Source: an optimization exercise on an open RTL-to-GDS flow (aim: small area and a short achievable clock period). Production flows keep margins and buffers that such runs may drop.
No run shown here included a check of the RTL's function; only the layout flow was run.
Power and IR drop assume default switching activity.

--- design/flow/config.mk ---
export PLATFORM = sky130hd
export DESIGN_NAME = execute_top
export DESIGN_NICKNAME = execute_top
export VERILOG_FILES = /design/flow/design.v
export SDC_FILE = /design/flow/constraint.sdc
export NUM_CORES = 4
export LEC_CHECK = 0
export CAP_MARGIN = 20
export CORE_MARGIN = 2
export CORE_UTILIZATION = 50
export SETUP_SLACK_MARGIN = 3.5
export SLEW_MARGIN = 20
--- design/flow/run.sh ---
#!/bin/bash
# synth_recipe.tcl (not shown) runs the flow's synth.tcl, then flattens the netlist and writes it again
# the make line also repeats each setting of config.mk as NAME=value (left out here)
make -C /OpenROAD-flow-scripts/flow DESIGN_CONFIG=/design/flow/config.mk WORK_HOME=/design/flow/orfs CLKGATE_MAP_FILE= SYNTH_SCRIPT=/design/flow/synth_recipe.tcl finish
--- design/flow/constraint.sdc ---
create_clock -name core_clock -period 6.0 [get_ports {i_clk}]
set_input_delay 1.2000 -clock core_clock [delete_from_list [all_inputs] [get_ports {i_clk}]]
set_output_delay 1.2000 -clock core_clock [all_outputs]
set_load 0.01 [all_outputs]
--- design/flow/design.v ---
`default_nettype none
package exec_pkg;
    localparam int DATA_W   = 32;
    localparam int REG_W    = 5;
    localparam int FUNCT_W  = 6;
    localparam int SHAMT_W  = 5;
    localparam int ALUOP_W  = 4;
    localparam int ALUCTL_W = 4;
    localparam int WB_W     = 2;
    localparam int MEM_W    = 3;
    localparam logic [ALUOP_W-1:0] ALUOP_RTYPE = 4'h0;    
    localparam logic [ALUOP_W-1:0] ALUOP_ADD   = 4'h1;
    localparam logic [ALUOP_W-1:0] ALUOP_SUB   = 4'h2;
    localparam logic [ALUOP_W-1:0] ALUOP_AND   = 4'h3;
    localparam logic [ALUOP_W-1:0] ALUOP_OR    = 4'h4;
    localparam logic [ALUOP_W-1:0] ALUOP_XOR   = 4'h5;
    localparam logic [ALUOP_W-1:0] ALUOP_SLT   = 4'h6;
    localparam logic [ALUOP_W-1:0] ALUOP_LUI   = 4'h7;
    localparam logic [ALUCTL_W-1:0] ALU_AND = 4'b0000;
    localparam logic [ALUCTL_W-1:0] ALU_OR  = 4'b0001;
    localparam logic [ALUCTL_W-1:0] ALU_ADD = 4'b0010;
    localparam logic [ALUCTL_W-1:0] ALU_XOR = 4'b0011;
    localparam logic [ALUCTL_W-1:0] ALU_SLL = 4'b0100;
    localparam logic [ALUCTL_W-1:0] ALU_SRL = 4'b0101;
    localparam logic [ALUCTL_W-1:0] ALU_SUB = 4'b0110;
    localparam logic [ALUCTL_W-1:0] ALU_SLT = 4'b0111;
    localparam logic [ALUCTL_W-1:0] ALU_SRA = 4'b1000;
    localparam logic [ALUCTL_W-1:0] ALU_LUI = 4'b1001;
    localparam logic [ALUCTL_W-1:0] ALU_NOR = 4'b1100;
    localparam logic [FUNCT_W-1:0] FN_SLL = 6'h00;
    localparam logic [FUNCT_W-1:0] FN_SRL = 6'h02;
    localparam logic [FUNCT_W-1:0] FN_SRA = 6'h03;
    localparam logic [FUNCT_W-1:0] FN_ADD = 6'h20;
    localparam logic [FUNCT_W-1:0] FN_SUB = 6'h22;
    localparam logic [FUNCT_W-1:0] FN_AND = 6'h24;
    localparam logic [FUNCT_W-1:0] FN_OR  = 6'h25;
    localparam logic [FUNCT_W-1:0] FN_XOR = 6'h26;
    localparam logic [FUNCT_W-1:0] FN_NOR = 6'h27;
    localparam logic [FUNCT_W-1:0] FN_SLT = 6'h2A;
    typedef struct packed {
        logic               alu_src;     
        logic [ALUOP_W-1:0] alu_op;
        logic               reg_dst;     
    } ex_ctrl_t;
    typedef struct packed {
        logic [15:0]        upper;       
        logic [REG_W-1:0]   rd;
        logic [SHAMT_W-1:0] shamt;
        logic [FUNCT_W-1:0] funct;
    } imm_rtype_t;
    typedef union packed {
        logic signed [DATA_W-1:0] word;
        imm_rtype_t               rtype;
    } imm_word_u;
endpackage
`default_nettype wire
`timescale 1ns/1ns
`default_nettype none
import exec_pkg::*;
module alu_control
(
    input  wire logic [ALUOP_W-1:0] i_alu_op,
    input  wire logic [FUNCT_W-1:0] i_funct,
    output logic                    o_add,
    output logic                    o_sub,     
    output logic                    o_slt,
    output logic                    o_and,
    output logic                    o_or,
    output logic                    o_xor,
    output logic                    o_nor,
    output logic                    o_lui,
    output logic                    o_sll,
    output logic                    o_srl,
    output logic                    o_sra
);
    always_comb begin
        o_add = 1'b0; o_sub = 1'b0; o_slt = 1'b0; o_and = 1'b0;
        o_or  = 1'b0; o_xor = 1'b0; o_nor = 1'b0; o_lui = 1'b0;
        o_sll = 1'b0; o_srl = 1'b0; o_sra = 1'b0;
        case (i_alu_op)
            ALUOP_RTYPE: begin
                case (i_funct)
                    FN_SUB:  o_sub = 1'b1;
                    FN_AND:  o_and = 1'b1;
                    FN_OR:   o_or  = 1'b1;
                    FN_XOR:  o_xor = 1'b1;
                    FN_NOR:  o_nor = 1'b1;
                    FN_SLT:  begin o_sub = 1'b1; o_slt = 1'b1; end
                    FN_SLL:  o_sll = 1'b1;
                    FN_SRL:  o_srl = 1'b1;
                    FN_SRA:  o_sra = 1'b1;
                    default: o_add = 1'b1;    
                endcase
            end
            ALUOP_SUB: o_sub = 1'b1;
            ALUOP_AND: o_and = 1'b1;
            ALUOP_OR:  o_or  = 1'b1;
            ALUOP_XOR: o_xor = 1'b1;
            ALUOP_SLT: begin o_sub = 1'b1; o_slt = 1'b1; end
            ALUOP_LUI: o_lui = 1'b1;
            default:   o_add = 1'b1;          
        endcase
    end
endmodule
`default_nettype wire
`timescale 1ns/1ns
`default_nettype none
import exec_pkg::*;
module alu
(
    input  wire logic [DATA_W-1:0] i_p,
    input  wire logic [DATA_W-1:0] i_g,
    input  wire logic              i_cin,
    input  wire logic              i_slt,
    input  wire logic              i_shl,
    input  wire logic              i_shr,
    input  wire logic [2:0]        i_shamt_lo,
    input  wire logic              i_fill,
    output logic [DATA_W-1:0]      o_sum,       
    output logic                   o_slt_bit,
    output logic                   o_zero
);
    logic [DATA_W:0] gt [0:5];
    logic [DATA_W:0] pt [0:5];
    logic [DATA_W-1:0] c, w, sh, pp, t;
    always_comb begin
        gt[0] = {i_g, i_cin};
        pt[0] = {i_p, 1'b0};
        for (int l = 0; l < 5; l++) begin
            for (int i = 0; i <= DATA_W; i++) begin
                if (i >= (1 << l)) begin
                    gt[l+1][i] = gt[l][i] | (pt[l][i] & gt[l][i - (1 << l)]);
                    pt[l+1][i] = pt[l][i] & pt[l][i - (1 << l)];
                end else begin
                    gt[l+1][i] = gt[l][i];
                    pt[l+1][i] = pt[l][i];
                end
            end
        end
    end
    assign c = gt[5][DATA_W-1:0];    
    logic [DATA_W-1:0] w1, w2;
    assign w1 = i_shamt_lo[0] ? {i_p[DATA_W-2:0], i_fill}      : i_p;
    assign w2 = i_shamt_lo[1] ? {w1[DATA_W-3:0], {2{i_fill}}}  : w1;
    assign w  = i_shamt_lo[2] ? {w2[DATA_W-5:0], {4{i_fill}}}  : w2;
    always_comb begin
        for (int i = 0; i < DATA_W; i++) sh[i] = i_shr ? w[DATA_W-1-i] : w[i];
    end
    assign pp    = (i_shl | i_shr) ? sh : i_p;
    assign o_sum = pp ^ c;
    assign o_slt_bit = i_p[DATA_W-1] ? !c[DATA_W-1] : i_g[DATA_W-1];
    logic z_sum, z_shift;
    always_comb begin
        t[0] = i_cin;
        for (int i = 1; i < DATA_W; i++) t[i] = i_p[i-1] | i_g[i-1];
    end
    assign z_sum = (i_p == t);
    logic [6:0] keep_hi;
    always_comb begin
        for (int i = 0; i < 7; i++) keep_hi[i] = (i_shamt_lo <= 3'(6 - i));    
    end
    assign z_shift = ~|i_p[24:0] & ~|(i_p[31:25] & keep_hi) & !(i_fill && i_shamt_lo != 3'd0);
    assign o_zero = i_slt ? !o_slt_bit : (i_shl | i_shr) ? z_shift : z_sum;
endmodule
`default_nettype wire
`timescale 1ns/1ns
`default_nettype none
import exec_pkg::*;
module id_ex_reg
(
    input  wire logic              i_clk,
    input  wire logic              i_rst,
    input  wire logic [DATA_W-1:0] i_p,
    input  wire logic [DATA_W-1:0] i_g,
    input  wire logic              i_cin,
    input  wire logic              i_slt,
    input  wire logic              i_shl,
    input  wire logic              i_shr,
    input  wire logic [2:0]        i_shamt_lo,
    input  wire logic              i_fill,
    input  wire logic [DATA_W-1:0] i_rt_data,
    input  wire logic [REG_W-1:0]  i_write_reg,
    input  wire logic [WB_W-1:0]   i_wb_ctrl,
    input  wire logic [MEM_W-1:0]  i_mem_ctrl,
    input  wire logic [1:0]        i_pc_lo,
    input  wire logic [29:0]       i_pcb_sum,
    input  wire logic [1:0]        i_pcb_co,
    output logic                   o_rst_flag,
    output logic [DATA_W-1:0]      o_p,
    output logic [DATA_W-1:0]      o_g,
    output logic                   o_cin,
    output logic                   o_slt,
    output logic                   o_shl,
    output logic                   o_shr,
    output logic [2:0]             o_shamt_lo,
    output logic                   o_fill,
    output logic [DATA_W-1:0]      o_rt_data,
    output logic [REG_W-1:0]       o_write_reg,
    output logic [WB_W-1:0]        o_wb_ctrl,
    output logic [MEM_W-1:0]       o_mem_ctrl,
    output logic [1:0]             o_pc_lo,
    output logic [29:0]            o_pcb_sum,
    output logic [1:0]             o_pcb_co
);
    always_ff @(posedge i_clk) begin
        o_rst_flag  <= !i_rst;
        o_p         <= i_p;
        o_g         <= i_g;
        o_cin       <= i_cin;
        o_slt       <= i_slt;
        o_shl       <= i_shl;
        o_shr       <= i_shr;
        o_shamt_lo  <= i_shamt_lo;
        o_fill      <= i_fill;
        o_rt_data   <= i_rt_data;
        o_write_reg <= i_write_reg;
        o_wb_ctrl   <= i_wb_ctrl;
        o_mem_ctrl  <= i_mem_ctrl;
        o_pc_lo     <= i_pc_lo;
        o_pcb_sum   <= i_pcb_sum;
        o_pcb_co    <= i_pcb_co;
    end
endmodule
`default_nettype wire
`timescale 1ns/1ns
`default_nettype none
import exec_pkg::*;
module execute_stage
(
    input  wire logic              i_flush,
    input  wire logic [DATA_W-1:0] i_pc,
    input  wire logic [DATA_W-1:0] i_rs_data,
    input  wire logic [DATA_W-1:0] i_rt_data,
    input  wire logic [DATA_W-1:0] i_imm,
    input  wire logic [REG_W-1:0]  i_rt,
    input  wire logic [REG_W-1:0]  i_rd,
    input  wire logic [WB_W-1:0]   i_wb_ctrl,
    input  wire logic [MEM_W-1:0]  i_mem_ctrl,
    input  wire logic [5:0]        i_ex_ctrl,
    output logic [DATA_W-1:0]      o_p,
    output logic [DATA_W-1:0]      o_g,
    output logic                   o_cin,
    output logic                   o_slt,
    output logic                   o_shl,        
    output logic                   o_shr,        
    output logic [2:0]             o_shamt_lo,
    output logic                   o_fill,       
    output logic [REG_W-1:0]       o_write_reg,
    output logic [WB_W-1:0]        o_wb_ctrl,
    output logic [MEM_W-1:0]       o_mem_ctrl,
    output logic [29:0]            o_pcb_sum,    
    output logic [1:0]             o_pcb_co      
);
    exec_pkg::ex_ctrl_t ex_ctrl;
    logic [DATA_W-1:0]  a, b, rb, v, coarse;
    logic [1:0]         k;
    logic op_add, op_sub, op_slt, op_and, op_or, op_xor, op_nor, op_lui;
    logic op_sll, op_srl, op_sra, op_right, fill;
    assign ex_ctrl     = i_flush ? 6'd0 : i_ex_ctrl;
    assign o_wb_ctrl   = i_flush ? '0 : i_wb_ctrl;
    assign o_mem_ctrl  = i_flush ? '0 : i_mem_ctrl;
    assign o_write_reg = ex_ctrl.reg_dst ? i_rd : i_rt;
    alu_control u_alu_control (
        .i_alu_op (ex_ctrl.alu_op),
        .i_funct  (i_imm[5:0]),
        .o_add    (op_add),
        .o_sub    (op_sub),
        .o_slt    (op_slt),
        .o_and    (op_and),
        .o_or     (op_or),
        .o_xor    (op_xor),
        .o_nor    (op_nor),
        .o_lui    (op_lui),
        .o_sll    (op_sll),
        .o_srl    (op_srl),
        .o_sra    (op_sra)
    );
    assign a  = i_rs_data;
    assign b  = ex_ctrl.alu_src ? i_imm : i_rt_data;
    assign op_right = op_srl | op_sra;
    assign fill     = op_sra & b[DATA_W-1];
    assign k        = i_imm[10:9];
    always_comb begin
        for (int i = 0; i < DATA_W; i++) rb[i] = b[DATA_W-1-i];
    end
    assign v = op_right ? rb : b;
    always_comb begin
        case (k)
            2'd0: coarse = v;
            2'd1: coarse = {v[DATA_W-9:0],  {8{fill}}};
            2'd2: coarse = {v[DATA_W-17:0], {16{fill}}};
            default: coarse = {v[DATA_W-25:0], {24{fill}}};
        endcase
    end
    logic [DATA_W-1:0] x, n, o;
    assign x = a ^ b;
    assign n = a & b;
    assign o = x | n;
    always_comb begin
        o_p = ({DATA_W{op_add | op_xor}} & x)
            | ({DATA_W{op_sub}}          & ~x)
            | ({DATA_W{op_and}}          & n)
            | ({DATA_W{op_or}}           & o)
            | ({DATA_W{op_nor}}          & ~o)
            | ({DATA_W{op_lui}}          & {b[15:0], 16'h0})
            | ({DATA_W{op_sll | op_right}} & coarse);
        o_g = {DATA_W{op_add | op_sub}} & a & (n ^ {DATA_W{op_sub}});
    end
    assign o_cin      = op_sub;
    assign o_slt      = op_slt;
    assign o_shl      = op_sll;
    assign o_shr      = op_right;
    assign o_shamt_lo = i_imm[8:6];
    assign o_fill     = fill;
    assign {o_pcb_co[0], o_pcb_sum[9:0]}   = {1'b0, i_pc[11:2]}  + {1'b0, i_imm[9:0]};
    assign {o_pcb_co[1], o_pcb_sum[19:10]} = {1'b0, i_pc[21:12]} + {1'b0, i_imm[19:10]};
    assign o_pcb_sum[29:20]                = i_pc[31:22] + i_imm[29:20];
endmodule
`default_nettype wire
`timescale 1ns/1ns
`default_nettype none
import exec_pkg::*;
module ex_mem_reg
(
    input  wire logic              i_clk,
    input  wire logic              i_rst,
    input  wire logic              i_rst_flag,    
    input  wire logic              i_slt,
    input  wire logic [DATA_W-1:0] i_sum,
    input  wire logic              i_slt_bit,
    input  wire logic              i_zero,
    input  wire logic [DATA_W-1:0] i_write_data,
    input  wire logic [REG_W-1:0]  i_write_reg,
    input  wire logic [WB_W-1:0]   i_wb_ctrl,
    input  wire logic [MEM_W-1:0]  i_mem_ctrl,
    input  wire logic [DATA_W-1:0] i_pc_branch,
    output logic      [DATA_W-1:0] o_alu_result,
    output logic                   o_alu_zero,
    output logic      [DATA_W-1:0] o_write_data,
    output logic      [REG_W-1:0]  o_write_reg,
    output logic      [WB_W-1:0]   o_wb_ctrl,
    output logic      [MEM_W-1:0]  o_mem_ctrl,
    output logic      [DATA_W-1:0] o_pc_branch
);
    logic kill;
    assign kill = !i_rst || i_rst_flag;
    always_ff @(posedge i_clk) begin
        if (kill) begin
            o_alu_result <= '0;
            o_alu_zero   <= i_rst;    
            o_write_data <= '0;
            o_write_reg  <= '0;
            o_wb_ctrl    <= '0;
            o_mem_ctrl   <= '0;
            o_pc_branch  <= '0;
        end else begin
            o_alu_result <= i_slt ? {{(DATA_W-1){1'b0}}, i_slt_bit} : i_sum;
            o_alu_zero   <= i_zero;
            o_write_data <= i_write_data;
            o_write_reg  <= i_write_reg;
            o_wb_ctrl    <= i_wb_ctrl;
            o_mem_ctrl   <= i_mem_ctrl;
            o_pc_branch  <= i_pc_branch;
        end
    end
endmodule
`default_nettype wire
`timescale 1ns/1ns
`default_nettype none
import exec_pkg::*;
module execute_top
(
    input  wire logic              i_clk,
    input  wire logic              i_rst,
    input  wire logic              i_flush,
    input  wire logic [DATA_W-1:0] i_pc,
    input  wire logic [DATA_W-1:0] i_rs_data,
    input  wire logic [DATA_W-1:0] i_rt_data,
    input  wire logic [DATA_W-1:0] i_imm,        
    input  wire logic [REG_W-1:0]  i_rt,
    input  wire logic [REG_W-1:0]  i_rd,
    input  wire logic [WB_W-1:0]   i_wb_ctrl,
    input  wire logic [MEM_W-1:0]  i_mem_ctrl,
    input  wire logic [5:0]        i_ex_ctrl,    
    output logic      [DATA_W-1:0] o_alu_result,
    output logic                   o_alu_zero,
    output logic      [DATA_W-1:0] o_write_data,
    output logic      [REG_W-1:0]  o_write_reg,
    output logic      [WB_W-1:0]   o_wb_ctrl,
    output logic      [MEM_W-1:0]  o_mem_ctrl,
    output logic      [DATA_W-1:0] o_pc_branch
);
    logic [DATA_W-1:0] s1_p, s1_g;
    logic              s1_cin, s1_slt, s1_shl, s1_shr, s1_fill;
    logic [2:0]        s1_shamt_lo;
    logic [REG_W-1:0]  s1_write_reg;
    logic [WB_W-1:0]   s1_wb_ctrl;
    logic [MEM_W-1:0]  s1_mem_ctrl;
    logic [29:0]       s1_pcb_sum;
    logic [1:0]        s1_pcb_co;
    logic              idex_rst_flag;
    logic [DATA_W-1:0] idex_p, idex_g, idex_rt_data;
    logic              idex_cin, idex_slt, idex_shl, idex_shr, idex_fill;
    logic [2:0]        idex_shamt_lo;
    logic [REG_W-1:0]  idex_write_reg;
    logic [WB_W-1:0]   idex_wb_ctrl;
    logic [MEM_W-1:0]  idex_mem_ctrl;
    logic [1:0]        idex_pc_lo;
    logic [29:0]       idex_pcb_sum;
    logic [1:0]        idex_pcb_co;
    logic [1:0]        pcb_cin;
    logic [DATA_W-1:0] ex_sum, ex_pc_branch;
    logic              ex_slt_bit, ex_zero;
    execute_stage u_execute_stage (
        .i_flush     (i_flush),
        .i_pc        (i_pc),
        .i_rs_data   (i_rs_data),
        .i_rt_data   (i_rt_data),
        .i_imm       (i_imm),
        .i_rt        (i_rt),
        .i_rd        (i_rd),
        .i_wb_ctrl   (i_wb_ctrl),
        .i_mem_ctrl  (i_mem_ctrl),
        .i_ex_ctrl   (i_ex_ctrl),
        .o_p         (s1_p),
        .o_g         (s1_g),
        .o_cin       (s1_cin),
        .o_slt       (s1_slt),
        .o_shl       (s1_shl),
        .o_shr       (s1_shr),
        .o_shamt_lo  (s1_shamt_lo),
        .o_fill      (s1_fill),
        .o_write_reg (s1_write_reg),
        .o_wb_ctrl   (s1_wb_ctrl),
        .o_mem_ctrl  (s1_mem_ctrl),
        .o_pcb_sum   (s1_pcb_sum),
        .o_pcb_co    (s1_pcb_co)
    );
    id_ex_reg u_id_ex_reg (
        .i_clk       (i_clk),
        .i_rst       (i_rst),
        .i_p         (s1_p),
        .i_g         (s1_g),
        .i_cin       (s1_cin),
        .i_slt       (s1_slt),
        .i_shl       (s1_shl),
        .i_shr       (s1_shr),
        .i_shamt_lo  (s1_shamt_lo),
        .i_fill      (s1_fill),
        .i_rt_data   (i_rt_data),
        .i_write_reg (s1_write_reg),
        .i_wb_ctrl   (s1_wb_ctrl),
        .i_mem_ctrl  (s1_mem_ctrl),
        .i_pc_lo     (i_pc[1:0]),
        .i_pcb_sum   (s1_pcb_sum),
        .i_pcb_co    (s1_pcb_co),
        .o_rst_flag  (idex_rst_flag),
        .o_p         (idex_p),
        .o_g         (idex_g),
        .o_cin       (idex_cin),
        .o_slt       (idex_slt),
        .o_shl       (idex_shl),
        .o_shr       (idex_shr),
        .o_shamt_lo  (idex_shamt_lo),
        .o_fill      (idex_fill),
        .o_rt_data   (idex_rt_data),
        .o_write_reg (idex_write_reg),
        .o_wb_ctrl   (idex_wb_ctrl),
        .o_mem_ctrl  (idex_mem_ctrl),
        .o_pc_lo     (idex_pc_lo),
        .o_pcb_sum   (idex_pcb_sum),
        .o_pcb_co    (idex_pcb_co)
    );
    alu u_alu (
        .i_p        (idex_p),
        .i_g        (idex_g),
        .i_cin      (idex_cin),
        .i_slt      (idex_slt),
        .i_shl      (idex_shl),
        .i_shr      (idex_shr),
        .i_shamt_lo (idex_shamt_lo),
        .i_fill     (idex_fill),
        .o_sum      (ex_sum),
        .o_slt_bit  (ex_slt_bit),
        .o_zero     (ex_zero)
    );
    assign pcb_cin[0] = idex_pcb_co[0];
    assign pcb_cin[1] = idex_pcb_co[1] | (&idex_pcb_sum[19:10] & idex_pcb_co[0]);
    assign ex_pc_branch = {idex_pcb_sum[29:20] + {9'd0, pcb_cin[1]},
                           idex_pcb_sum[19:10] + {9'd0, pcb_cin[0]},
                           idex_pcb_sum[9:0], idex_pc_lo};
    ex_mem_reg u_ex_mem_reg (
        .i_clk        (i_clk),
        .i_rst        (i_rst),
        .i_rst_flag   (idex_rst_flag),
        .i_slt        (idex_slt),
        .i_sum        (ex_sum),
        .i_slt_bit    (ex_slt_bit),
        .i_zero       (ex_zero),
        .i_write_data (idex_rt_data),
        .i_write_reg  (idex_write_reg),
        .i_wb_ctrl    (idex_wb_ctrl),
        .i_mem_ctrl   (idex_mem_ctrl),
        .i_pc_branch  (ex_pc_branch),
        .o_alu_result (o_alu_result),
        .o_alu_zero   (o_alu_zero),
        .o_write_data (o_write_data),
        .o_write_reg  (o_write_reg),
        .o_wb_ctrl    (o_wb_ctrl),
        .o_mem_ctrl   (o_mem_ctrl),
        .o_pc_branch  (o_pc_branch)
    );
endmodule
`default_nettype wire
==> results of run 1 <==
## metal layers
metal / GRT usage (%) / up-vias / wire length [microns]
li1: - / 6977 / -
met1: 44.33 / 7234 / 23170
met2: 56.05 / 969 / 26740
met3: 6.851 / 271 / 5718
met4: 20.22 / 0 / 4325
met5: 0 / - / 0
## metrics by stage
| stage | util, % | area, sq um | hold WS [ns] | total power (uW) | worst slack [ns] |
|---|---|---|---|---|---|
| floorplan | - | 15560 | 0.4436 | 2910 | 3.226 |
| global placement | 61.61 | 18210 | 0.4459 | 3435 | 1.618 |
| detailed placement | 61.61 | 18210 | 0.4499 | 3453 | 1.628 |
| CTS | 69.01 | 20400 | 0.4639 | 5451 | 3.481 |
| global route | 73.13 | 21620 | 0.4716 | 5807 | 3.161 |
| finish | 73.13 | 21620 | 0.4608 | 5599 | 3.214 |
## cells in the final DEF, fill, tap and decap left out, drive strengths merged, types with 7 or more instances in the layout
master	netlist	final
and2	7	7
inv	100	102
nand2	122	122
a221oi	18	18
mux2i	75	75
nor2b	22	22
ha	98	98
a21o	26	26
nor3	30	30
xnor2	26	26
dlygate4sd2	0	115
bufinv	0	7
nor2	213	213
xor2	47	47
clkinv	0	10
and3	70	71
a21oi	114	114
mux4	23	23
a2111oi	8	8
nand2b	8	8
a31oi	10	10
o21a	10	10
nor4	10	10
nand3	26	27
a211oi	66	66
or3	20	20
buf	25	151
dfxtp	256	256
o211ai	16	16
mux2	20	20
o2111ai	33	33
clkdlybuf4s50	0	118
clkbuf	94	40
nand4	10	10
o21ai	105	105
## where the power goes
part | total, uW | leakage [uW] | internal, uW | switching, uW
clock | 1940 | 0.000512 | 1170 | 762
combinational | 1550 | 0.00686 | 732 | 817
sequential | 2110 | 0.00213 | 1870 | 244
## worst register-to-register path, cell delays in order, from the launching register on
cell and delay, ns:
dfxtp_2 0.56, nand4_1 0.18, or3_1 0.46, a211oi_4 0.29
o21ai_4 0.14, a31o_4 0.28, mux2_4 0.28, a311oi_2 0.23
## what timing repair did
| item | in CTS | in global routing |
|---|---|---|
| gates resized for setup | 360 | 167 |
| buffers inserted | 55 | 53 |
| gates cloned | 11 | 7 |
| endpoints found under the setup margin | 205 | 79 |
| pin swaps | 43 | 83 |
## worst max path at each step
stage,startpoint,endpoint,depth (start not counted)
finish,i_imm[2],u_id_ex_reg.o_p[3],11
global route,i_imm[2],u_id_ex_reg.o_p[3],11
CTS,i_flush,u_id_ex_reg.o_p[26],11
detailed placement,i_flush,u_id_ex_reg.o_p[26],10
global placement,i_flush,u_id_ex_reg.o_p[8],9
floorplan,i_ex_ctrl[5],u_id_ex_reg.o_p[26],10
## cell families after synthesis
family | Yosys count | share of synthesized area, %
adders and majority gates | 102 | 8.637
AOI/OAI and AO/OA | 447 | 19.88
muxes | 118 | 9.954
and+or+nand+nor | 556 | 17.46
DFF | 256 | 34.15
buffers and inverters | 219 | 5.669
xor gates and xnor gates | 73 | 4.260
## area by class of cell
| class | instances | area, sq um |
|---|---|---|
| Tap cell | 390 | 488.0 |
| Inverter | 100 | 419.2 |
| Clock inverter | 21 | 292.8 |
| Multi-Input combinational cell | 1299 | 10470 |
| Sequential cell | 256 | 5165 |
| Fill cell | 2235 | 7943 |
| Clock buffer | 31 | 753.2 |
| Timing Repair Buffer | 400 | 4034 |
==> run summary, run 1 <==
slew at the pin closest to its max-slew limit roughly 0.78 ns; placed cell count roughly 2300; DPL Wire Length 38330 microns; outcome no timing/DRC/antenna violations; crit path kind primary input to register; Worst Path Buf+Inv 4; worst setup slack for register-to-register paths between 3 and 4 ns; Seq/Total Area, Yosys approximately 34%; antenna diode instance count 0; Min-Delay Endpoint u_ex_mem_reg.o_write_data[0]; source-to-sink clock delay at the later pin of the worst-skew pair ~0.56 ns; antenna violations before repair 0; final hold viol count 0; Critical Path AT around 3.2 ns; total of hold buffers inserted after clock tree synthesis 0; most area-consuming cells after synthesis dfxtp_1 34%, ha_1 8.2%, nor2_1 5.3%, mux2i_1 5.0%, a21oi_1 3.7%; average instance area after synthesis 8.474 sq um; drt first-iter violations between 1500 and 2000; Synth top cells by count 256 x dfxtp_1, 213 x nor2_1, 122 x nand2_1, 112 x a21oi_1, 98 x ha_1; IO Pins between 200 and 300; area of the core 0.02956 sq mm; gate family responsible for the most delay along the worst path simple AND/OR/NAND/NOR gates; non-filler instance count after layout ~2500; critical path required time between 6 and 7 ns; highest achievable clock rate roughly 0.36 GHz; Gate Count Post-Synth about 1800; cts bufs inserted 28; cells traversed along the worst timing path buf_12 -> nor4_4 -> o211ai_1 -> buf_4 -> clkbuf_16 -> buf_4 -> nand2_1 -> o21ai_2 -> nor3_1 -> o21ai_2 -> o2111ai_1; Vert. Die Dim around 180 microns; starting density of the core roughly 50%; pins over their slew limit 0; Ys Warns 7; CTS Buffer Depth 3; Post-synth EDFFs 0; RR Startpoint u_id_ex_reg.o_p[15]; vias in the first global route approximately 14000; signed area change from the synthesized netlist to the final layout 44.04%; via count of the routed design between 15000 and 20000; post-route clock skew between 0.02 and 0.03 ns; average wire per standard cell roughly 24 microns; delay of the slowest cell on the worst path about 0.60 ns; share of final-layout standard cells stronger than drive strength 1 ~24%; number of search-and-repair iterations in the first detailed-routing pass 7; DRC violations left 0; FF+latch count, synth about 260; areal power density over the cells approximately 260 mW/mm^2; Post-synth ARST share 0%; total negative setup slack 0 ns; cell with the most instances after synthesis dfxtp_1; cell area after synthesis 0.01501 sq mm; flip-flop cell with the highest count after synthesis dfxtp_1; number of cells on the worst reg-to-reg path 7; largest net degree at the start of global routing between 60 and 70; maxcap violations 0; reported leakage power approximately 0.0095 uW; final period demand of the worst path 2.786 ns; Hold Path Depth 1; clock-pin slew of the registers on the worst-case setup and hold paths ~0.060 ns; reg-to-reg critical path endpoint u_ex_mem_reg.o_alu_zero; die extent in x 177.3 microns; worst supply voltage drop on vdd approximately 0.27 mV; endpoint type of the worst setup path register; Routability Congestion 1.011; fin nets around 2300; clock sink count roughly 260; worst hold start u_id_ex_reg.o_rt_data[0]; Distinct cells, synth 76; first-pass GRT wire length ~85000 microns; maximum fanout encountered on the critical timing path 6; Startpoint Class primary input; number of H-tree branching levels 1; global route overflow 0; floorplan die area 0.03142 sq mm; critical-path cell with the highest stage delay nor3_1; detail-routed via count per cell about 6.2; share of Yosys cell area claimed by the top area cell type 34.15%; final setup vio count 0; ANT nets after route 0; min-delay worst type register to register; Tot GR Track Use a little over a third; TritonCTS clock tree built; cell type with the largest total area after synthesis dfxtp_1; worst max-slew margin expressed relative to the limit approximately 48%; syn_nets 2024; final period utilization a little under half; placement row count 63; sum of routed wire length over all layers ~60000 microns; RSZ-0062 raised after global routing yes; Clk Tree Root Cell clkbuf_16; number of buffers added on ports between 200 and 300
==> run 2: changes to the inputs <==
--- a/design/flow/config.mk
+++ b/design/flow/config.mk
@@ -8,5 +8,5 @@
 export CAP_MARGIN = 20
 export CORE_MARGIN = 2
-export CORE_UTILIZATION = 50
-export SETUP_SLACK_MARGIN = 3.5
+export CORE_UTILIZATION = 40
+export SETUP_SLACK_MARGIN = 4.0
 export SLEW_MARGIN = 20
==> run summary, run 2 <==
outcome no timing/DRC/antenna violations (unchanged); Tot GR Track Use 31.61% (was 35.14%); total negative setup slack 0 ns (unchanged); number of H-tree branching levels 1 (unchanged); via count of the routed design 16220 (was 15450); DPL Wire Length 42250 microns (was 38330 microns); Synth top cells by count 256 x dfxtp_1, 213 x nor2_1, 122 x nand2_1, 112 x a21oi_1, 98 x ha_1 (unchanged); Routability Congestion 0.9095 (was 1.011); starting density of the core 40.80% (was 50.77%); Critical Path AT 3.32 ns (was 3.24 ns); Post-synth EDFFs 0 (unchanged); critical path required time 6.46 ns (was 6.45 ns); FF+latch count, synth 256 (unchanged); share of final-layout standard cells stronger than drive strength 1 43.32% (was 24.06%); combinational power share 31.6% (was 27.7%); critical path endpoint u_id_ex_reg.o_p[24] (was u_id_ex_reg.o_p[3]); Clk Tree Root Cell clkbuf_16 (unchanged); share of power burned in registers 35.1% (was 37.7%); clock sink count 256 (unchanged); largest net degree at the start of global routing 61 (unchanged); Startpoint Class primary input (unchanged); Seq/Total Area, Yosys 34.15% (unchanged); launch point of the critical path i_ex_ctrl[4] (was i_imm[2]); post-route clock skew 0.02217 ns (was 0.02568 ns); sequential cell area in the final layout 0.005265 sq mm (was 0.005165 sq mm); reg-to-reg critical path endpoint u_ex_mem_reg.o_alu_zero (unchanged); detail-routed via count per cell 6.022 (was 6.188); antenna violations before repair 3 (was 0); final period demand of the worst path 2.862 ns (was 2.786 ns); total of hold buffers inserted after clock tree synthesis 0 (unchanged); worst-case setup margin in the final layout 3.138 ns (was 3.214 ns); die extent in x 197.7 microns (was 177.3 microns); IO Pins 259 (unchanged); Ys Warns 7 (unchanged); min-delay worst type register to register (unchanged); worst supply voltage drop on vdd 0.2964 mV (was 0.2662 mV); RR Startpoint u_id_ex_reg.o_p[0] (was u_id_ex_reg.o_p[15]); Post-synth ARST share 0% (unchanged); most frequent cells in the layout 175 x nor2_1, 174 x dfxtp_1, 146 x buf_4 (was 238 x dfxtp_1, 204 x nor2_1, 118 x clkdlybuf4s50_1); reported leakage power 0.01019 uW (was 0.009503 uW); number of search-and-repair iterations in the first detailed-routing pass 6 (was 7); worst setup slack for register-to-register paths 3.49 ns (was 3.50 ns); average instance area after synthesis 8.474 sq um (unchanged); floorplan die area 0.03909 sq mm (was 0.03142 sq mm); clock-pin slew of the registers on the worst-case setup and hold paths 0.07 ns (was 0.06 ns); syn_nets 2024 (unchanged); average wire per standard cell 24.70 microns (was 24.01 microns); Vert. Die Dim 197.7 microns (was 177.3 microns); cts bufs inserted 29 (was 28); TritonCTS clock tree built (unchanged); drt first-iter violations 1648 (was 1710); cell area after synthesis 0.01501 sq mm (unchanged); flip-flop cell with the highest count after synthesis dfxtp_1 (unchanged); ANT nets after route 0 (unchanged); maximum fanout encountered on the critical timing path 7 (was 6); maxcap violations 0 (unchanged); footprint of the multi-input gates 0.01155 sq mm (was 0.01047 sq mm); commonest non-fill, non-tap cell in the layout nor2_1 (was dfxtp_1); cell with the most instances after synthesis dfxtp_1 (unchanged); areal power density over the cells 249.6 mW/mm^2 (was 259.0 mW/mm^2); worst max-slew margin expressed relative to the limit 42.06% (was 47.94%); cell type with the largest total area after synthesis dfxtp_1 (unchanged); number of cells on the worst reg-to-reg path 9 (was 7); global route overflow 0 (unchanged); vias in the first global route 15380 (was 14410); final setup vio count 0 (unchanged); filler cell count in the final layout 2842 (was 2235); placed cell count 2398 (was 2319); final period utilization 47.70% (was 46.43%); final hold viol count 0 (unchanged); RSZ-0062 raised after global routing yes (unchanged); CTS Buffer Depth 3 (unchanged); most area-consuming cells after synthesis dfxtp_1 34%, ha_1 8.2%, nor2_1 5.3%, mux2i_1 5.0%, a21oi_1 3.7% (unchanged); total chip power 6055 uW (was 5599 uW); fin nets 2454 (was 2338); pins over their slew limit 0 (unchanged); source-to-sink clock delay at the later pin of the worst-skew pair 0.58 ns (was 0.56 ns); switching pwr 1970 uW (was 1822 uW); Gate Count Post-Synth 1771 (unchanged); number of buffers added on ports 258 (unchanged); share of Yosys cell area claimed by the top area cell type 34.15% (unchanged); area of the core 0.03679 sq mm (was 0.02956 sq mm); first-pass GRT wire length 93750 microns (was 84530 microns); internal power 4085 uW (was 3777 uW); DRC violations left 0 (unchanged); sum of routed wire length over all layers 66530 microns (was 59950 microns); worst setup slack before clock tree synthesis 1.837 ns (was 1.628 ns); crit path kind primary input to register (unchanged); slew at the pin closest to its max-slew limit 0.8682 ns (was 0.7793 ns); power share of the clock group 33.3% (was 34.6%); proportion of total power due to net switching 32.53% (was 32.55%); signed area change from the synthesized netlist to the final layout 61.62% (was 44.04%); non-filler instance count after layout 2693 (was 2497); highest achievable clock rate 0.3494 GHz (was 0.3590 GHz); placement row count 70 (was 63); endpoint type of the worst setup path register (unchanged); Distinct cells, synth 76 (unchanged)
## run 2: cell counts after synthesis
Identical to the previous run, type by type.
## run 2: critical path: stages
cell	delay, ns
buf_8	0.10
nor4_4	0.29
o211ai_1	0.25
buf_4	0.24
buf_4	0.16
clkbuf_16	0.17
nand2_1	0.12
o21ai_4	0.09
mux2i_1	0.20
nand3_1	0.25
o2111ai_1	0.25
## run 2: worst min path at each step
stage,depth (start not counted),slack [ns],from,end
3_5_place_dp,1,0.45,u_id_ex_reg.o_mem_ctrl[0],u_ex_mem_reg.o_mem_ctrl[0]
2_1_floorplan,1,0.44,u_id_ex_reg.o_mem_ctrl[0],u_ex_mem_reg.o_mem_ctrl[0]
3_3_place_gp,1,0.45,u_id_ex_reg.o_rt_data[13],u_ex_mem_reg.o_write_data[13]
5_1_grt,1,0.47,u_id_ex_reg.o_rt_data[24],u_ex_mem_reg.o_write_data[24]
6_report,1,0.46,u_id_ex_reg.o_rt_data[17],u_ex_mem_reg.o_write_data[17]
4_1_cts,1,0.46,u_id_ex_reg.o_rt_data[17],u_ex_mem_reg.o_write_data[17]
## run 2: cell type report
cell class                      count  share of cell area (%)
Timing Repair Buffer              514                   21.93
Inverter                          100                   1.744
Clock inverter                     17                   1.264
Tap cell                          468                   2.414
Antenna cell                        2                 0.02063
Timing Repair inverter              2                  0.1135
Sequential cell                   256                   21.71
Multi-Input combinational cell   1298                   47.63
Clock buffer                       36                   3.183
## run 2: cell families after synthesis
group / Yosys count / synth area share (%)
simple gates: 556 / 17.46
compound gates: 447 / 19.88
flops: 256 / 34.15
buf+inv: 219 / 5.669
mux: 118 / 9.954
fa+ha+maj: 102 / 8.637
xor+xnor: 73 / 4.260
## run 2: layer usage
layer  track usage, %  routed length (microns)  vias up
li1                 -                        -     7207
met1            38.92                    24660     7724
met2            52.56                    30570     1001
met3            5.910                     6690      285
met4            16.65                     4611        0
met5                0                        0        -
## run 2: per-stage QoR
stage                     area (sq um)  hold WS, ns  util [%]
after detailed placement         18440       0.4506     50.13
final                            24260       0.4609     65.94
after global placement           18430       0.4459     50.11
after floorplan                  15740       0.4436         -
after global routing             24250       0.4721     65.93
after CTS                        22660       0.4611     61.60
## run 2: repair_timing
item / CTS / global route
gates cloned: 14 / 8
setup buffers: 150 / 68
resized for setup: 1094 / 204
pin swaps: 171 / 140
endpoints found under the setup margin: 256 / 226
## run 2: power by group through the flow
stage               registers, uW  logic, uW  clock network (uW)
floorplan                    2010        917                   0
global placement             2150       1320                   0
detailed placement           2150       1340                   0
CTS                          2110       1690                2040
global route                 2140       2020                2110
finish                       2130       1910                2020
==> run 3: changes to the inputs <==
==> design/flow/flow/run.sh (new file) <==
#!/bin/bash
# The standard layout (the standard.sh: standard synthesis, floorplan,
# placement, CTS, routing), with one change: the buffers placed on the
# ports are the platform's smallest plain buffer, sky130_fd_sc_hd__buf_1,
# instead of the resizer's default pick (a 10 um2 delay buffer). Timing
# repair still upsizes any port buffer on a critical path.
set -euo pipefail
export BUFFER_PORTS_ARGS="-buffer_cell sky130_fd_sc_hd__buf_1"
bash standard.sh > standard.log 2>&1
==> design/flow/standard.sh (new file) <==
#!/bin/bash
# synth_recipe.tcl (not shown) runs the flow's synth.tcl, then flattens the netlist and writes it again
# the make line also repeats each setting of config.mk as NAME=value (left out here)
make -C /OpenROAD-flow-scripts/flow DESIGN_CONFIG=/design/flow/config.mk WORK_HOME=/design/flow/orfs CLKGATE_MAP_FILE= SYNTH_SCRIPT=/design/flow/synth_recipe.tcl "${@:-finish}"
--- a/design/flow/config.mk
+++ b/design/flow/config.mk
@@ -9,4 +9,4 @@
 export CORE_MARGIN = 2
 export CORE_UTILIZATION = 40
-export SETUP_SLACK_MARGIN = 4.0
+export SETUP_SLACK_MARGIN = 3.5
 export SLEW_MARGIN = 20
removed: design/flow/run.sh
==> run summary, run 3 <==
pins over their slew limit 0 (unchanged); worst supply voltage drop on vdd 0.1928 mV (was 0.2964 mV); Seq/Total Area, Yosys 34.15% (unchanged); worst-case setup margin in the final layout 3.282 ns (was 3.138 ns); cell type with the largest total area after synthesis dfxtp_1 (unchanged); cell with the most instances after synthesis dfxtp_1 (unchanged); worst setup slack for register-to-register paths 3.61 ns (was 3.49 ns); number of H-tree branching levels 1 (unchanged); DPL Wire Length 40230 microns (was 42250 microns); post-route clock skew 0.03760 ns (was 0.02217 ns); IO Pins 259 (unchanged); Routability Congestion 0.9302 (was 0.9095); largest net degree at the start of global routing 53 (was 61); signed area change from the synthesized netlist to the final layout 34.90% (was 61.62%); number of cells on the worst reg-to-reg path 8 (was 9); via count of the routed design 14920 (was 16220); clock sink count 256 (unchanged); worst setup slack before clock tree synthesis 1.814 ns (was 1.837 ns); first-pass GRT wire length 84740 microns (was 93750 microns); proportion of total power due to net switching 31.97% (was 32.53%); crit path kind primary input to register (unchanged); RR Startpoint u_id_ex_reg.o_p[2] (was u_id_ex_reg.o_p[0]); detail-routed via count per cell 5.818 (was 6.022); cell area after synthesis 0.01501 sq mm (unchanged); fin nets 2326 (was 2454); number of search-and-repair iterations in the first detailed-routing pass 5 (was 6); drt first-iter violations 1368 (was 1648); slew at the pin closest to its max-slew limit 0.7719 ns (was 0.8682 ns); FF+latch count, synth 256 (unchanged); Clk Tree Root Cell clkbuf_16 (unchanged); syn_nets 2024 (unchanged); starting density of the core 40.80% (unchanged); cts bufs inserted 29 (unchanged); antenna violations before repair 2 (was 3); DRC violations left 0 (unchanged); share of final-layout standard cells stronger than drive strength 1 22.33% (was 43.32%); commonest non-fill, non-tap cell in the layout buf_1 (was nor2_1); Critical Path AT 3.12 ns (was 3.32 ns); CTS Buffer Depth 3 (unchanged); average wire per standard cell 22.57 microns (was 24.70 microns); final non-filler cell area 0.02025 sq mm (was 0.02426 sq mm); area of the core 0.03679 sq mm (unchanged); highest achievable clock rate 0.3680 GHz (was 0.3494 GHz); sum of routed wire length over all layers 57890 microns (was 66530 microns); global route overflow 0 (unchanged); final setup vio count 0 (unchanged); maxcap violations 0 (unchanged); reported leakage power 0.008389 uW (was 0.01019 uW); reg-to-reg critical path endpoint u_ex_mem_reg.o_alu_zero (unchanged); worst hold margin 0.4446 ns (was 0.4609 ns); min-delay worst type register to register (unchanged); total negative setup slack 0 ns (unchanged); share of Yosys cell area claimed by the top area cell type 34.15% (unchanged); final period demand of the worst path 2.718 ns (was 2.862 ns); final period utilization 45.29% (was 47.70%); Distinct cells, synth 76 (unchanged); RSZ-0062 raised after global routing yes (unchanged); critical path required time 6.40 ns (was 6.46 ns); DP Area 0.01669 sq mm (was 0.01844 sq mm); switching pwr 1800 uW (was 1970 uW); combinational power share 24.9% (was 31.6%); number of buffers added on ports 258 (unchanged); flip-flop cell with the highest count after synthesis dfxtp_1 (unchanged); Vert. Die Dim 197.7 microns (unchanged); die extent in x 197.7 microns (unchanged); Post-synth EDFFs 0 (unchanged); outcome no timing/DRC/antenna violations (unchanged); average instance area after synthesis 8.474 sq um (unchanged); placement row count 70 (unchanged); Min-Delay Endpoint u_ex_mem_reg.o_write_data[14] (was u_ex_mem_reg.o_write_data[17]); worst max-slew margin expressed relative to the limit 47.86% (was 42.06%); Synth top cells by count 256 x dfxtp_1, 213 x nor2_1, 122 x nand2_1, 112 x a21oi_1, 98 x ha_1 (unchanged); Hold Path Depth 1 (unchanged); most area-consuming cells after synthesis dfxtp_1 34%, ha_1 8.2%, nor2_1 5.3%, mux2i_1 5.0%, a21oi_1 3.7% (unchanged); source-to-sink clock delay at the later pin of the worst-skew pair 0.60 ns (was 0.58 ns); vias in the first global route 14070 (was 15380); endpoint type of the worst setup path register (unchanged); internal power 3832 uW (was 4085 uW); Startpoint Class primary input (unchanged); power share of the clock group 37.3% (was 33.3%); most frequent cells in the layout 243 x buf_1, 235 x dfxtp_1, 205 x nor2_1 (was 175 x nor2_1, 174 x dfxtp_1, 146 x buf_4); share of power burned in registers 37.8% (was 35.1%); areal power density over the cells 278.2 mW/mm^2 (was 249.6 mW/mm^2); Gate Count Post-Synth 1771 (unchanged); floorplan die area 0.03909 sq mm (unchanged); total of hold buffers inserted after clock tree synthesis 0 (unchanged); ANT nets after route 0 (unchanged); maximum fanout encountered on the critical timing path 7 (unchanged); Post-synth ARST share 0% (unchanged); TritonCTS clock tree built (unchanged); Tot GR Track Use 28.41% (was 31.61%); worst hold start u_id_ex_reg.o_rt_data[14] (was u_id_ex_reg.o_rt_data[17]); final hold viol count 0 (unchanged); clock-pin slew of the registers on the worst-case setup and hold paths 0.06 ns (was 0.07 ns); Ys Warns 7 (unchanged)
[run 3: changes by cell type in the layout (fill, tap and decap cells not counted), moves of 33 or more]
| cell | previous run | this run |
|---|---|---|
| buf_1 | 0 | 243 |
| clkdlybuf4s50_1 | 100 | 0 |
| buf_6 | 112 | 20 |
| buf_2 | 63 | 1 |
| buf_4 | 146 | 85 |
| dfxtp_1 | 174 | 235 |
| dfxtp_2 | 67 | 15 |
| ha_1 | 43 | 76 |
[run 3: worst max-delay path, cell delays in order]
cell and delay [ns]:
clkbuf_4 0.18, nor4_4 0.26, o211ai_1 0.22, clkbuf_16 0.23, buf_6 0.12, o21ai_2 0.33
mux2i_1 0.20, o21ai_1 0.18, o2111ai_1 0.18
[run 3: cell type report]
type,count,area [sq um]
fill,3339,16540
multi-input combinational,1296,10380
sequential,256,5166
timing repair buffer,390,2575
clock buffer,34,784.5
tap,468,585.6
inverter,100,406.6
clock inverter,20,350.3
antenna,1,2.502
[run 3: cells by family after synthesis]
group | share of synthesized area, %
xor+xnor | 4.260
flops | 34.15
buf+inv | 5.669
mux | 9.954
fa+ha+maj | 8.637
simple gates | 17.46
compound gates | 19.88
[run 3: how the worst max path moves through the flow]
stage,startpoint,to,slack [ns],cells past startpoint
5_1_grt,i_ex_ctrl[2],u_id_ex_reg.o_p[25],3.27,11
3_3_place_gp,i_flush,u_id_ex_reg.o_p[26],1.94,9
4_1_cts,i_ex_ctrl[4],u_id_ex_reg.o_p[27],3.33,10
3_5_place_dp,i_flush,u_id_ex_reg.o_p[25],1.81,9
2_1_floorplan,i_ex_ctrl[5],u_id_ex_reg.o_p[26],3.23,10
6_report,i_imm[4],u_id_ex_reg.o_p[12],3.28,9
[run 3: what timing repair did]
action                                  CTS  global route
setup buffers                            42            62
resized for setup                       165           152
endpoints found under the setup margin   82            51
pin swaps                                25            80
cloned                                    6             4
[run 3: routing by layer]
metal  wire length, microns  track usage, %  vias up
li1                       -               -     6944
met1                  23630           37.31     7076
met2                  26330           45.17      736
met3                   4733           4.752      165
met4                   3176           14.23        2
met5                      7               0        -
[run 3: through the flow]
stage	instances	total power, uW	utilization [%]
final	2565	5632	55.04
after global routing	2565	5873	55.04
after global placement	2396	3315	45.38
after detailed placement	2396	3332	45.38
after CTS	2498	5522	51.60
after floorplan	1771	2910	-
[run 3: power by group through the flow]
| stage | clock network [uW] | registers (uW) | logic (uW) |
|---|---|---|---|
| after floorplan | 0 | 2000 | 906 |
| after global placement | 0 | 2150 | 1170 |
| after detailed placement | 0 | 2150 | 1180 |
| after CTS | 2130 | 2110 | 1280 |
| after global routing | 2210 | 2150 | 1520 |
| final | 2100 | 2130 | 1400 |
==> run 4: changes to the inputs <==
--- a/design/flow/design.v
+++ b/design/flow/design.v
@@ -279,10 +279,10 @@
     assign b  = ex_ctrl.alu_src ? i_imm : i_rt_data;
     assign op_right = op_srl | op_sra;
-    assign fill     = op_sra & b[DATA_W-1];
+    assign fill     = i_imm[0] & b[DATA_W-1];
     assign k        = i_imm[10:9];
     always_comb begin
         for (int i = 0; i < DATA_W; i++) rb[i] = b[DATA_W-1-i];
     end
-    assign v = op_right ? rb : b;
+    assign v = i_imm[1] ? rb : b;
     always_comb begin
         case (k)
@@ -293,15 +293,16 @@
         endcase
     end
-    logic [DATA_W-1:0] x, n, o;
+    logic              t_ne, t_11, t_00;
+    logic [DATA_W-1:0] x, n;
+    assign t_ne = op_add | op_xor | op_or;
+    assign t_11 = op_sub | op_and | op_or;
+    assign t_00 = op_sub | op_nor;
     assign x = a ^ b;
     assign n = a & b;
-    assign o = x | n;
     always_comb begin
-        o_p = ({DATA_W{op_add | op_xor}} & x)
-            | ({DATA_W{op_sub}}          & ~x)
-            | ({DATA_W{op_and}}          & n)
-            | ({DATA_W{op_or}}           & o)
-            | ({DATA_W{op_nor}}          & ~o)
-            | ({DATA_W{op_lui}}          & {b[15:0], 16'h0})
+        o_p = ({DATA_W{t_ne}} & x)
+            | ({DATA_W{t_11}} & n)
+            | ({DATA_W{t_00}} & ~(x | n))
+            | ({DATA_W{op_lui}} & {b[15:0], 16'h0})
             | ({DATA_W{op_sll | op_right}} & coarse);
         o_g = {DATA_W{op_add | op_sub}} & a & (n ^ {DATA_W{op_sub}});
@@ -313,7 +314,24 @@
     assign o_shamt_lo = i_imm[8:6];
     assign o_fill     = fill;
-    assign {o_pcb_co[0], o_pcb_sum[9:0]}   = {1'b0, i_pc[11:2]}  + {1'b0, i_imm[9:0]};
-    assign {o_pcb_co[1], o_pcb_sum[19:10]} = {1'b0, i_pc[21:12]} + {1'b0, i_imm[19:10]};
-    assign o_pcb_sum[29:20]                = i_pc[31:22] + i_imm[29:20];
+    logic [29:0] pa, pb, pg, pp, pgt, ppt, pc_c;
+    assign pa = i_pc[31:2];
+    assign pb = i_imm[29:0];
+    assign pg = pa & pb;
+    assign pp = pa ^ pb;
+    always_comb begin
+        pgt = pg;
+        ppt = pp;
+        for (int l = 0; l < 4; l++) begin
+            for (int i = 29; i >= 0; i--) begin
+                if ((i % 10) >= (1 << l)) begin
+                    pgt[i] = pgt[i] | (ppt[i] & pgt[i - (1 << l)]);
+                    ppt[i] = ppt[i] & ppt[i - (1 << l)];
+                end
+            end
+        end
+        for (int i = 0; i < 30; i++) pc_c[i] = ((i % 10) == 0) ? 1'b0 : pgt[i-1];
+    end
+    assign o_pcb_sum = pp ^ pc_c;
+    assign o_pcb_co  = {pgt[19], pgt[9]};
 endmodule
 `default_nettype wire
==> run summary, run 4 <==
DPL Wire Length 37270 microns (was 40230 microns); worst max-slew margin expressed relative to the limit 39.06% (was 47.86%); detail-routed via count per cell 5.741 (was 5.818); Distinct cells, synth 73 (was 76); highest achievable clock rate 0.3375 GHz (was 0.3680 GHz); starting density of the core 40.76% (was 40.80%); sum of routed wire length over all layers 55280 microns (was 57890 microns); clock sink count 256 (unchanged); largest net degree at the start of global routing 59 (was 53); total chip power 5431 uW (was 5632 uW); Routability Congestion 0.9297 (was 0.9302); cell with the most instances after synthesis dfxtp_1 (unchanged); worst setup slack before clock tree synthesis 1.749 ns (was 1.814 ns); Clk Tree Root Cell clkbuf_16 (unchanged); worst-case setup margin in the final layout 3.037 ns (was 3.282 ns); commonest non-fill, non-tap cell in the layout buf_1 (unchanged); fin nets 2266 (was 2326); Synth top cells by count 256 x dfxtp_1, 166 x nor2_1, 121 x nand2_1, 105 x inv_1, 98 x ha_1 (was 256 x dfxtp_1, 213 x nor2_1, 122 x nand2_1, 112 x a21oi_1, 98 x ha_1); number of search-and-repair iterations in the first detailed-routing pass 5 (unchanged); worst supply voltage drop on vdd 0.2348 mV (was 0.1928 mV); syn_nets 1913 (was 2024); cell type with the largest total area after synthesis dfxtp_1 (unchanged); Tot GR Track Use 26.84% (was 28.41%); Post-synth ARST share 0% (unchanged); utilization after layout 56.17% (was 55.04%); number of buffers added on ports 258 (unchanged); via count of the routed design 14370 (was 14920); Startpoint Class primary input (unchanged); most area-consuming cells after synthesis dfxtp_1 35%, ha_1 8.4%, mux2i_1 5.8%, nor2_1 4.3%, mux4_2 4.0% (was dfxtp_1 34%, ha_1 8.2%, nor2_1 5.3%, mux2i_1 5.0%, a21oi_1 3.7%); clock-pin slew of the registers on the worst-case setup and hold paths 0.07 ns (was 0.06 ns); slew at the pin closest to its max-slew limit 0.9142 ns (was 0.7719 ns); combinational power share 27.1% (was 24.9%); IO Pins 259 (unchanged); average instance area after synthesis 8.755 sq um (was 8.474 sq um); final period demand of the worst path 2.963 ns (was 2.718 ns); reported leakage power 0.008256 uW (was 0.008389 uW); antenna violations before repair 3 (was 2); TritonCTS clock tree built (unchanged); pins over their slew limit 0 (unchanged); source-to-sink clock delay at the later pin of the worst-skew pair 0.57 ns (was 0.60 ns); DRC violations left 0 (unchanged); number of H-tree branching levels 1 (unchanged); share of Yosys cell area claimed by the top area cell type 35.26% (was 34.15%); endpoint type of the worst setup path register (unchanged); final setup vio count 0 (unchanged); switching pwr 1791 uW (was 1800 uW); flip-flop cell with the highest count after synthesis dfxtp_1 (unchanged); signed area change from the synthesized netlist to the final layout 37.80% (was 34.90%); CTS Buffer Depth 3 (unchanged); power share of the clock group 34.4% (was 37.3%); floorplan die area 0.03787 sq mm (was 0.03909 sq mm); Gate Count Post-Synth 1660 (was 1771); most frequent cells in the layout 238 x buf_1, 230 x dfxtp_1, 157 x nor2_1 (was 243 x buf_1, 235 x dfxtp_1, 205 x nor2_1); FF+latch count, synth 256 (unchanged); Post-synth EDFFs 0 (unchanged); maxcap violations 0 (unchanged); total negative setup slack 0 ns (unchanged); min-delay worst type register to register (unchanged); areal power density over the cells 271.2 mW/mm^2 (was 278.2 mW/mm^2); area of the core 0.03566 sq mm (was 0.03679 sq mm); total of hold buffers inserted after clock tree synthesis 0 (unchanged); cell area after synthesis 0.01453 sq mm (was 0.01501 sq mm); Critical Path AT 3.41 ns (was 3.12 ns); post-route clock skew 0.02020 ns (was 0.03760 ns); placement row count 69 (was 70); crit path kind primary input to register (unchanged); critical path required time 6.44 ns (was 6.40 ns); outcome no timing/DRC/antenna violations (unchanged); proportion of total power due to net switching 32.98% (was 31.97%); Seq/Total Area, Yosys 35.26% (was 34.15%); first-pass GRT wire length 78810 microns (was 84740 microns); RSZ-0062 raised after global routing yes (unchanged); Ys Warns 7 (unchanged); die extent in x 194.6 microns (was 197.7 microns); share of power burned in registers 38.5% (was 37.8%); vias in the first global route 13510 (was 14070); cts bufs inserted 30 (was 29); ANT nets after route 0 (unchanged); internal power 3640 uW (was 3832 uW); share of final-layout standard cells stronger than drive strength 1 25.48% (was 22.33%); final period utilization 49.38% (was 45.29%); drt first-iter violations 1225 (was 1368); global route overflow 0 (unchanged); final hold viol count 0 (unchanged); Vert. Die Dim 194.6 microns (was 197.7 microns); average wire per standard cell 22.09 microns (was 22.57 microns); maximum fanout encountered on the critical timing path 5 (was 7)
[run 4: cell types whose count changed after synthesis, moves of 18 or more]
cell       delta
xnor2_1      +23
xor2_1       -23
o2111ai_1    -32
and2_1       +55
and3_1       -57
nor3_1       -18
nor2_1       -47
[run 4: worst paths after layout]
check                                          startpoint  slack [ns]  depth (start not counted)                             to
worst min register to register  u_id_ex_reg.o_rt_data[27]        0.42                          1  u_ex_mem_reg.o_write_data[27]
worst max register to register         u_id_ex_reg.o_p[2]        3.46                          9  u_ex_mem_reg.o_alu_result[28]
worst min-delay path            u_id_ex_reg.o_rt_data[27]        0.42                          1  u_ex_mem_reg.o_write_data[27]
worst max-delay path                         i_ex_ctrl[5]        3.04                         12            u_id_ex_reg.o_p[27]
[run 4: worst max-delay path: stages]
cell and delay, ns:
buf_1 0.07, nor2b_4 0.28, buf_6 0.16, buf_16 0.14, mux2i_4 0.28, mux2i_1 0.15, nor2_1 0.15, nor2b_1 0.08
a221oi_1 0.30, o22ai_1 0.16, a221oi_2 0.28, nand2_1 0.15
[run 4: final cells by class]
cell class / instances / area (sq um)
fillers: 3118 / 15630
multi-input cells: 1193 / 9911
flip-flops and latches: 256 / 5185
repair buffers: 424 / 2880
clock buffers: 37 / 838.3
well taps: 461 / 576.8
inverters: 107 / 430.4
clock inverters: 19 / 186.4
diodes: 4 / 10.01
repair inverters: 1 / 8.758
[run 4: what timing repair did]
action | CTS | global route
setup buffers | 79 | 58
hold endpoints to repair | 0 | 0
gates cloned | 11 | 2
pin swaps | 36 | 95
setup endpoints to repair | 92 | 78
gates resized for setup | 141 | 173
[run 4: cells by family after synthesis]
family	synth area share, %
flops	35.26
xor+xnor	4.399
fa+ha+maj	8.920
buf+inv	5.674
mux	11.36
compound gates	19.11
simple gates	15.26
[run 4: power groups by stage]
| stage | Combinational, uW | Sequential [uW] | Clock [uW] |
|---|---|---|---|
| 6_report | 1470 | 2090 | 1870 |
| 5_1_grt | 1580 | 2110 | 1970 |
| 4_1_cts | 1300 | 2090 | 1900 |
| 3_5_place_dp | 1150 | 2120 | 0 |
| 3_3_place_gp | 1130 | 2120 | 0 |
| 2_1_floorplan | 889 | 2000 | 0 |
[run 4: metrics by stage]
stage | std cells | instance area (sq um) | hold WS, ns
6_report | 2502 | 20030 | 0.4176
5_1_grt | 2501 | 20020 | 0.4338
3_3_place_gp | 2292 | 16290 | 0.4074
3_5_place_dp | 2292 | 16290 | 0.4097
4_1_cts | 2438 | 18850 | 0.4203
2_1_floorplan | 1660 | 15180 | 0.4057
[run 4: per-layer routing]
metal	part of all wire (%)	global-route usage, %
met5	0	0
met4	5.9	13.65
met3	8.8	5.240
met2	47	44.86
met1	39	32.94
==> run 5: changes to the inputs <==
--- a/design/flow/config.mk
+++ b/design/flow/config.mk
@@ -9,4 +9,6 @@
 export CORE_MARGIN = 2
 export CORE_UTILIZATION = 40
+export CTS_CLUSTER_DIAMETER = 100
+export CTS_CLUSTER_SIZE = 30
 export SETUP_SLACK_MARGIN = 3.5
 export SLEW_MARGIN = 20
==> run summary, run 5 <==
Critical Path AT 3.27 ns (was 3.41 ns); signed area change from the synthesized netlist to the final layout 34.48% (was 37.80%); die extent in x 194.6 microns (unchanged); cells traversed along the worst timing path buf_1 -> nor2b_4 -> buf_6 -> buf_12 -> buf_8 -> mux2i_4 -> nand2_1 -> o21ai_2 -> nand3_1 -> nand3_1 -> o21ai_0 -> a221oi_1 -> nand2_1 (was buf_1 -> nor2b_4 -> buf_6 -> buf_16 -> mux2i_4 -> mux2i_1 -> nor2_1 -> nor2b_1 -> a221oi_1 -> o22ai_1 -> a221oi_2 -> nand2_1); DP Area 0.01629 sq mm (unchanged); cell area after synthesis 0.01453 sq mm (unchanged); maximum fanout encountered on the critical timing path 8 (was 5); areal power density over the cells 245.1 mW/mm^2 (was 271.2 mW/mm^2); TritonCTS clock tree built (unchanged); placement row count 69 (unchanged); crit path kind primary input to register (unchanged); antenna violations before repair 4 (was 3); first-pass GRT wire length 78360 microns (was 78810 microns); ANT nets after route 0 (unchanged); Gate Count Post-Synth 1660 (unchanged); number of buffers added on ports 258 (unchanged); cts bufs inserted 15 (was 30); RSZ-0062 raised after global routing yes (unchanged); Distinct cells, synth 73 (unchanged); total negative setup slack 0 ns (unchanged); final non-filler cell area 0.01954 sq mm (was 0.02003 sq mm); filler cell count in the final layout 3192 (was 3118); CTS Buffer Depth 3 (unchanged); share of final-layout standard cells stronger than drive strength 1 23.96% (was 25.48%); average instance area after synthesis 8.755 sq um (unchanged); Seq/Total Area, Yosys 35.26% (unchanged); largest net degree at the start of global routing 59 (unchanged); DRC violations left 0 (unchanged); maxcap violations 0 (unchanged); worst supply voltage drop on vdd 0.1580 mV (was 0.2348 mV); Routability Congestion 0.9297 (unchanged); Startpoint Class primary input (unchanged); pins over their slew limit 0 (unchanged); slew at the pin closest to its max-slew limit 0.9293 ns (was 0.9142 ns); Worst Path Buf+Inv 4 (was 3); cell with the most instances after synthesis dfxtp_1 (unchanged); average wire per standard cell 22.37 microns (was 22.09 microns); floorplan die area 0.03787 sq mm (unchanged); Post-synth ARST share 0% (unchanged); Ys Warns 7 (unchanged); critical path required time 6.43 ns (was 6.44 ns); syn_nets 1913 (unchanged); source-to-sink clock delay at the later pin of the worst-skew pair 0.54 ns (was 0.57 ns); reported leakage power 0.007982 uW (was 0.008256 uW); DPL Wire Length 37270 microns (unchanged); final period utilization 47.34% (was 49.38%); Tot GR Track Use 26.67% (was 26.84%); clock-pin slew of the registers on the worst-case setup and hold paths 0.12 ns (was 0.07 ns); global route overflow 0 (unchanged); Vert. Die Dim 194.6 microns (unchanged); via count of the routed design 14280 (was 14370); FF+latch count, synth 256 (unchanged); most frequent cells in the layout 237 x buf_1, 232 x dfxtp_1, 157 x nor2_1 (was 238 x buf_1, 230 x dfxtp_1, 157 x nor2_1); critical-path cell with the highest stage delay mux2i_4 (was a221oi_1); outcome no timing/DRC/antenna violations (unchanged); final setup vio count 0 (unchanged); delay of the slowest cell on the worst path 0.31 ns (was 0.30 ns); clock sink count 256 (unchanged); cell type with the largest total area after synthesis dfxtp_1 (unchanged); number of search-and-repair iterations in the first detailed-routing pass 6 (was 5); IO Pins 259 (unchanged); final period demand of the worst path 2.841 ns (was 2.963 ns); post-route clock skew 0.04796 ns (was 0.02020 ns); sum of routed wire length over all layers 55090 microns (was 55280 microns); total of hold buffers inserted after clock tree synthesis 0 (unchanged); Post-synth EDFFs 0 (unchanged); area of the core 0.03566 sq mm (unchanged); Clk Tree Root Cell clkbuf_16 (unchanged); worst max-slew margin expressed relative to the limit 37.26% (was 39.06%); number of H-tree branching levels 1 (unchanged); detail-routed via count per cell 5.799 (was 5.741); share of Yosys cell area claimed by the top area cell type 35.26% (unchanged); total chip power 4790 uW (was 5431 uW); drt first-iter violations 1363 (was 1225); fin nets 2245 (was 2266); commonest non-fill, non-tap cell in the layout buf_1 (unchanged); flip-flop cell with the highest count after synthesis dfxtp_1 (unchanged); highest achievable clock rate 0.3520 GHz (was 0.3375 GHz); vias in the first global route 13420 (was 13510); starting density of the core 40.76% (unchanged); most area-consuming cells after synthesis dfxtp_1 35%, ha_1 8.4%, mux2i_1 5.8%, nor2_1 4.3%, mux4_2 4.0% (unchanged); Synth top cells by count 256 x dfxtp_1, 166 x nor2_1, 121 x nand2_1, 105 x inv_1, 98 x ha_1 (unchanged); final hold viol count 0 (unchanged); min-delay worst type register to register (unchanged); endpoint type of the worst setup path register (unchanged); gate family responsible for the most delay along the worst path simple AND/OR/NAND/NOR gates (was compound AO/OA/AOI/OAI gates)
-- run 5: final cells by class --
class                      instances  area (sq um)  area share (%)
tap                              461         576.8           2.951
sequential                       256          5177           26.49
antenna                            3         7.507         0.03841
inverter                         107         425.4           2.177
timing repair buffer             418          2903           14.85
clock inverter                     9         137.6          0.7042
timing repair inverter             1         8.758         0.04481
multi-input combinational       1193          9932           50.82
clock buffer                      15         375.4           1.921
-- run 5: layer usage --
metal	vias to the layer above	GRT usage, %	part of all wire (%)
met2	808	44.13	46
met5	-	0	0
met3	214	4.581	8.4
met4	0	13.82	6.0
met1	6754	33.39	39
li1	6507	-	-
-- run 5: cells by family after synthesis --
kind of cell / share of synthesized area [%]
buffers and inverters: 5.674
xor gates and xnor gates: 4.399
adders and majority gates: 8.920
muxes: 11.36
DFF: 35.26
AOI/OAI and AO/OA: 19.11
and+or+nand+nor: 15.26
-- run 5: worst reg2reg max path: cells and delay by family (launching register included) --
family	cells	cell delay, ns
DFF	1	0.43
and+or+nand+nor	2	0.30
AOI/OAI and AO/OA	7	1.70
-- run 5: where the power goes --
group          internal, uW  switching (uW)  leakage, uW
registers              1870             222      0.00213
clock network           541             680     0.000250
logic                   686             794      0.00560
total                  3090            1700      0.00798
-- run 5: metrics by stage --
stage          worst slack (ns)  hold WS [ns]  util [%]  std cells
2_1_floorplan             3.005        0.4057         -       1660
3_5_place_dp              1.749        0.4097     45.69       2292
3_3_place_gp              1.793        0.4074     45.69       2292
4_1_cts                   3.285        0.4242     51.39       2402
5_1_grt                   3.081        0.4359     54.81       2463
6_report                  3.159        0.4176     54.81       2463
-- run 5: path summary, 6_finish.rpt --
kind | from | to | slack, ns | depth (start not counted)
worst max register to register | u_id_ex_reg.o_p[16] | u_ex_mem_reg.o_alu_zero | 3.47 | 9
worst min register to register | u_id_ex_reg.o_rt_data[27] | u_ex_mem_reg.o_write_data[27] | 0.42 | 1
worst min-delay path | u_id_ex_reg.o_rt_data[27] | u_ex_mem_reg.o_write_data[27] | 0.42 | 1
worst max-delay path | i_ex_ctrl[5] | u_id_ex_reg.o_p[25] | 3.16 | 13
-- run 5: timing repair --
item                                   4_1_cts  5_1_grt
resized for setup                          147      165
endpoints found under the hold margin        0        0
setup endpoints to repair                   93       85
cloned                                      11        4
setup buffers                               75       54
pin swaps                                   37       68

## separate check: timing with driven ports
The flow's constraints put no driver on any port. The routed layouts listed below were extracted and timed again, unchanged, in two steps.
Step 1 assumes that a clkbuf_16 drives the clock port and a buf_2 every other input.
Step 2 also shifts input and output timing later by t, the mid clock arrival at the registers, as if the neighbouring blocks saw the same clock.
Slacks: no drivers / after step 1 / after step 2; pairs: no drivers / after step 1.
| run | t (ns) | setup WS [ns] | worst setup path at the end | latest minus earliest clock arrival (ns) |
|---|---|---|---|---|
| run 1 | 0.603 | 3.214 / 3.220 / 2.617 | input to register | 0.030 / 0.030 |
| run 2 | 0.628 | 3.138 / 3.144 / 2.516 | input to register | 0.022 / 0.022 |
| run 3 | 0.637 | 3.282 / 3.309 / 2.673 | input to register | 0.039 / 0.039 |
| run 4 | 0.620 | 3.037 / 3.042 / 2.422 | input to register | 0.022 / 0.022 |
| run 5 | 0.574 | 3.159 / 3.175 / 2.601 | input to register | 0.051 / 0.051 |
After both steps setup and hold are still met in every run listed. The setup slack of run 2, which loses most, moves by +0.006 ns with the drivers and by -0.622 ns with both steps.
